This is an optimization exercise on Yosys and OpenROAD, whose aim is small area, a short achievable clock period and few clock cycles per item, not a production implementation.
Where RTL was checked, it was by simulation tests only, not by an equivalence proof against the original.
Power figures rest on the tool's default switching activity, not on a simulated workload. No driver is modelled on the clock port, so clocking that relies on it looks cheaper here than on a real chip.

==> flow/design.v <==
module byte_memory_ctrl #(
    parameter int    DEPTH     = 64,
    parameter int    ADDR_W    = 32,
    parameter int    LATENCY   = 1
) (
    input  logic              clk,
    input  logic              rst_n,
    input  logic              req_valid,
    output logic              req_ready,
    input  logic              req_write,
    input  logic [1:0]        req_size,
    input  logic              req_unsigned,
    input  logic [ADDR_W-1:0] req_addr,
    input  logic [31:0]       req_wdata,
    output logic              resp_valid,
    output logic              resp_err,
    output logic [31:0]       resp_rdata
);
    localparam int IDX_W = $clog2(DEPTH);
    localparam int ROWS  = DEPTH / 4;
    logic        w_err;
    logic [1:0]  w_off;
    logic [3:0]  w_lane_we;      
    logic [31:0] w_lane_data;
    assign w_err = (req_size == 2'b11) ||
                   ((req_size == 2'b01) && req_addr[0]) ||
                   ((req_size == 2'b10) && (req_addr[1:0] != 2'b00)) ||
                   (|req_addr[ADDR_W-1:IDX_W]);
    assign w_off = req_addr[1:0];
    always_comb begin
        w_lane_we   = 4'b0000;
        w_lane_data = {4{req_wdata[7:0]}};
        case (req_size)
            2'b00: w_lane_we = 4'b1000 >> w_off;
            2'b01: begin
                w_lane_we   = w_off[1] ? 4'b0011 : 4'b1100;
                w_lane_data = {2{req_wdata[15:0]}};
            end
            default: begin
                w_lane_we   = 4'b1111;
                w_lane_data = req_wdata;
            end
        endcase
        if (!(rst_n && req_valid && req_write && !w_err)) w_lane_we = 4'b0000;
    end
    logic              s1_valid;
    logic              s1_err;
    logic [3:0]        s1_lwe;
    logic [ROWS-1:0]   s1_rhot;      
    logic [1:0]        s1_off;
    logic [31:0]       s1_ldata;
    logic              s1_word;      
    logic              s1_half;      
    logic              s1_sgn;       
    logic              s1_zero;      
    always_ff @(posedge clk) begin
        s1_valid <= rst_n & req_valid;
        s1_err   <= w_err;
        s1_lwe   <= w_lane_we;
        s1_rhot  <= ROWS'(1) << req_addr[IDX_W-1:2];
        s1_off   <= w_off;
        s1_ldata <= w_lane_data;
        s1_word  <= req_size[1];
        s1_half  <= req_size == 2'b01;
        s1_sgn   <= ~req_unsigned & ~req_size[1];
        s1_zero  <= w_err | req_write;
    end
    assign req_ready = 1'b1;
    logic [31:0] r_mem [ROWS];       
    logic [ROWS-1:0] w_row_hot;
    assign w_row_hot = s1_rhot;
    logic [31:0] w_row_word;
    always_comb begin
        w_row_word = '0;
        for (int r = 0; r < ROWS; r++)
            w_row_word = w_row_word | ({32{s1_rhot[r] & ~s1_zero}} & r_mem[r]);
    end
    always_ff @(posedge clk) begin
        for (int r = 0; r < ROWS; r++) begin
            for (int l = 0; l < 4; l++) begin
                if (w_row_hot[r] && s1_lwe[3-l])
                    r_mem[r][31-8*l -: 8] <= s1_ldata[31-8*l -: 8];
            end
        end
    end
    logic [7:0]  w_b0, w_b1;
    logic        w_fill;
    logic [31:0] w_load;
    always_comb begin
        case (s1_off)
            2'b00:   w_b0 = w_row_word[31:24];
            2'b01:   w_b0 = w_row_word[23:16];
            2'b10:   w_b0 = w_row_word[15:8];
            default: w_b0 = w_row_word[7:0];
        endcase
        w_b1 = s1_off[1] ? w_row_word[7:0] : w_row_word[23:16];
    end
    always_comb begin
        w_fill = s1_sgn & w_b0[7];
        if (s1_word)      w_load = w_row_word;
        else if (s1_half) w_load = {{16{w_fill}}, w_b0, w_b1};
        else              w_load = {{24{w_fill}}, w_b0};
    end
    logic        r_resp_valid;
    logic        r_resp_err;
    logic [31:0] r_resp_rdata;
    always_ff @(posedge clk) begin
        r_resp_valid <= rst_n & s1_valid;
        r_resp_err   <= s1_err;
        r_resp_rdata <= w_load;
    end
    assign resp_valid = r_resp_valid;
    assign resp_err   = r_resp_err;
    assign resp_rdata = r_resp_rdata;
endmodule
export LEC_CHECK = 0
export CAP_MARGIN = 20
export CORE_MARGIN = 2
export CORE_UTILIZATION = 60
export CTS_CLUSTER_DIAMETER = 200
export CTS_CLUSTER_SIZE = 30
export GPL_ROUTABILITY_DRIVEN = 1
export PLACE_DENSITY = 0.75
export SLEW_MARGIN = 20
create_clock -name core_clock -period 10.0 [get_ports {clk}]
standard.sh (not shown) runs the stock make flow with config.mk's settings and CLKGATE_MAP_FILE= SYNTH_SCRIPT=/design/flow/synth_recipe.tcl, a recipe that flattens the netlist after the stock synthesis.
==> flow/flow/run.sh <==
#!/bin/bash
# Standard ORFS layout (the standard.sh) with:
#  - a tighter timing-repair target (the clock period and constraints are unchanged),
#  - the smallest buffer on every port (repair upsizes the ones that need it),
#  - clock tree synthesis without dummy balancing loads.
export SETUP_SLACK_MARGIN=7
export BUFFER_PORTS_ARGS="-buffer_cell sky130_fd_sc_hd__buf_1"
export CTS_ARGS="-sink_clustering_enable -repair_clock_nets -sink_clustering_size 30 -sink_clustering_max_diameter 200 -dont_use_dummy_load"
bash standard.sh > standard.log 2>&1
Edit:
--- a/flow/design.v
+++ b/flow/design.v
@@ -80,36 +80,52 @@
             for (int l = 0; l < 4; l++) begin
                 if (w_row_hot[r] && s1_lwe[3-l])
                     r_mem[r][31-8*l -: 8] <= s1_ldata[31-8*l -: 8];
             end
         end
     end
+    logic              s2_valid;
+    logic              s2_err;
+    logic [31:0]       s2_word;      
+    logic [1:0]        s2_off;
+    logic              s2_word_ld;
+    logic              s2_half;
+    logic              s2_sgn;
+    always_ff @(posedge clk) begin
+        s2_valid   <= rst_n & s1_valid;
+        s2_err     <= s1_err;
+        s2_word    <= w_row_word;
+        s2_off     <= s1_off;
+        s2_word_ld <= s1_word;
+        s2_half    <= s1_half;
+        s2_sgn     <= s1_sgn;
+    end
     logic [7:0]  w_b0, w_b1;
     logic        w_fill;
     logic [31:0] w_load;
     always_comb begin
-        case (s1_off)
-            2'b00:   w_b0 = w_row_word[31:24];
-            2'b01:   w_b0 = w_row_word[23:16];
-            2'b10:   w_b0 = w_row_word[15:8];
-            default: w_b0 = w_row_word[7:0];
+        case (s2_off)
+            2'b00:   w_b0 = s2_word[31:24];
+            2'b01:   w_b0 = s2_word[23:16];
+            2'b10:   w_b0 = s2_word[15:8];
+            default: w_b0 = s2_word[7:0];
         endcase
-        w_b1 = s1_off[1] ? w_row_word[7:0] : w_row_word[23:16];
+        w_b1 = s2_off[1] ? s2_word[7:0] : s2_word[23:16];
     end
     always_comb begin
-        w_fill = s1_sgn & w_b0[7];
-        if (s1_word)      w_load = w_row_word;
-        else if (s1_half) w_load = {{16{w_fill}}, w_b0, w_b1};
+        w_fill = s2_sgn & w_b0[7];
+        if (s2_word_ld)   w_load = s2_word;
+        else if (s2_half) w_load = {{16{w_fill}}, w_b0, w_b1};
         else              w_load = {{24{w_fill}}, w_b0};
     end
     logic        r_resp_valid;
     logic        r_resp_err;
     logic [31:0] r_resp_rdata;
     always_ff @(posedge clk) begin
-        r_resp_valid <= rst_n & s1_valid;
-        r_resp_err   <= s1_err;
+        r_resp_valid <= rst_n & s2_valid;
+        r_resp_err   <= s2_err;
         r_resp_rdata <= w_load;
     end
     assign resp_valid = r_resp_valid;
     assign resp_err   = r_resp_err;
     assign resp_rdata = r_resp_rdata;
 endmodule
Outcome: The changed run ran to the end with no violations. Sequential share of layout area goes up by 2.2 points. Maximum frequency climbs slightly. Area after synthesis is higher slightly. Clock-buffer cell count climbs by 1. Die area increases slightly. Total power went up by a few percent. Wire length came out lower by a few percent. Worst setup slack improves by 0.031 ns. Cell area is higher slightly. Synthesized cell count decreases by a few percent. Via count is lower by a few percent. Sequential power rose by a few percent.
Testbench counts after the change, summed over its fixed seeds: cycles 16,024, items 16,000.
Function not checked in the first run of this note: the RTL went through the layout flow alone.

afterwards: timing with drivers on the ports:
How much do the figures lean on ideal ports? The routed layouts below were timed once more, with nothing changed but the port constraints. Step 1 (the two cells are an assumption about what drives the block):
set clk [get_ports {clk}]
set_driving_cell -lib_cell sky130_fd_sc_hd__clkbuf_16 $clk
set_driving_cell -lib_cell sky130_fd_sc_hd__buf_2 [delete_from_list [all_inputs] $clk]
Step 2, shift: input delay + t, output delay - t, t = (earliest + latest rising clock arrival at the registers) / 2. This alone moves slack from input paths to output paths. a / b / c = no drivers / after step 1 / after step 2; a / b = the first two.
run | shift t [ns] | slack for setup (ns) | clock arrival spread, ns | worst data-port slew with drivers (ns) | cell pins on the clock port's net
the first run | 0.593 | 6.930 / 6.878 / 6.538 | 0.068 / 0.069 | 0.09 | 1
the second run | 0.615 | 6.960 / 6.903 / 6.503 | 0.077 / 0.076 | 0.08 | 1
After both steps setup and hold are still met in every run listed. The setup slack of the second run, which loses most, moves by -0.057 ns with the drivers and by -0.457 ns with both steps.
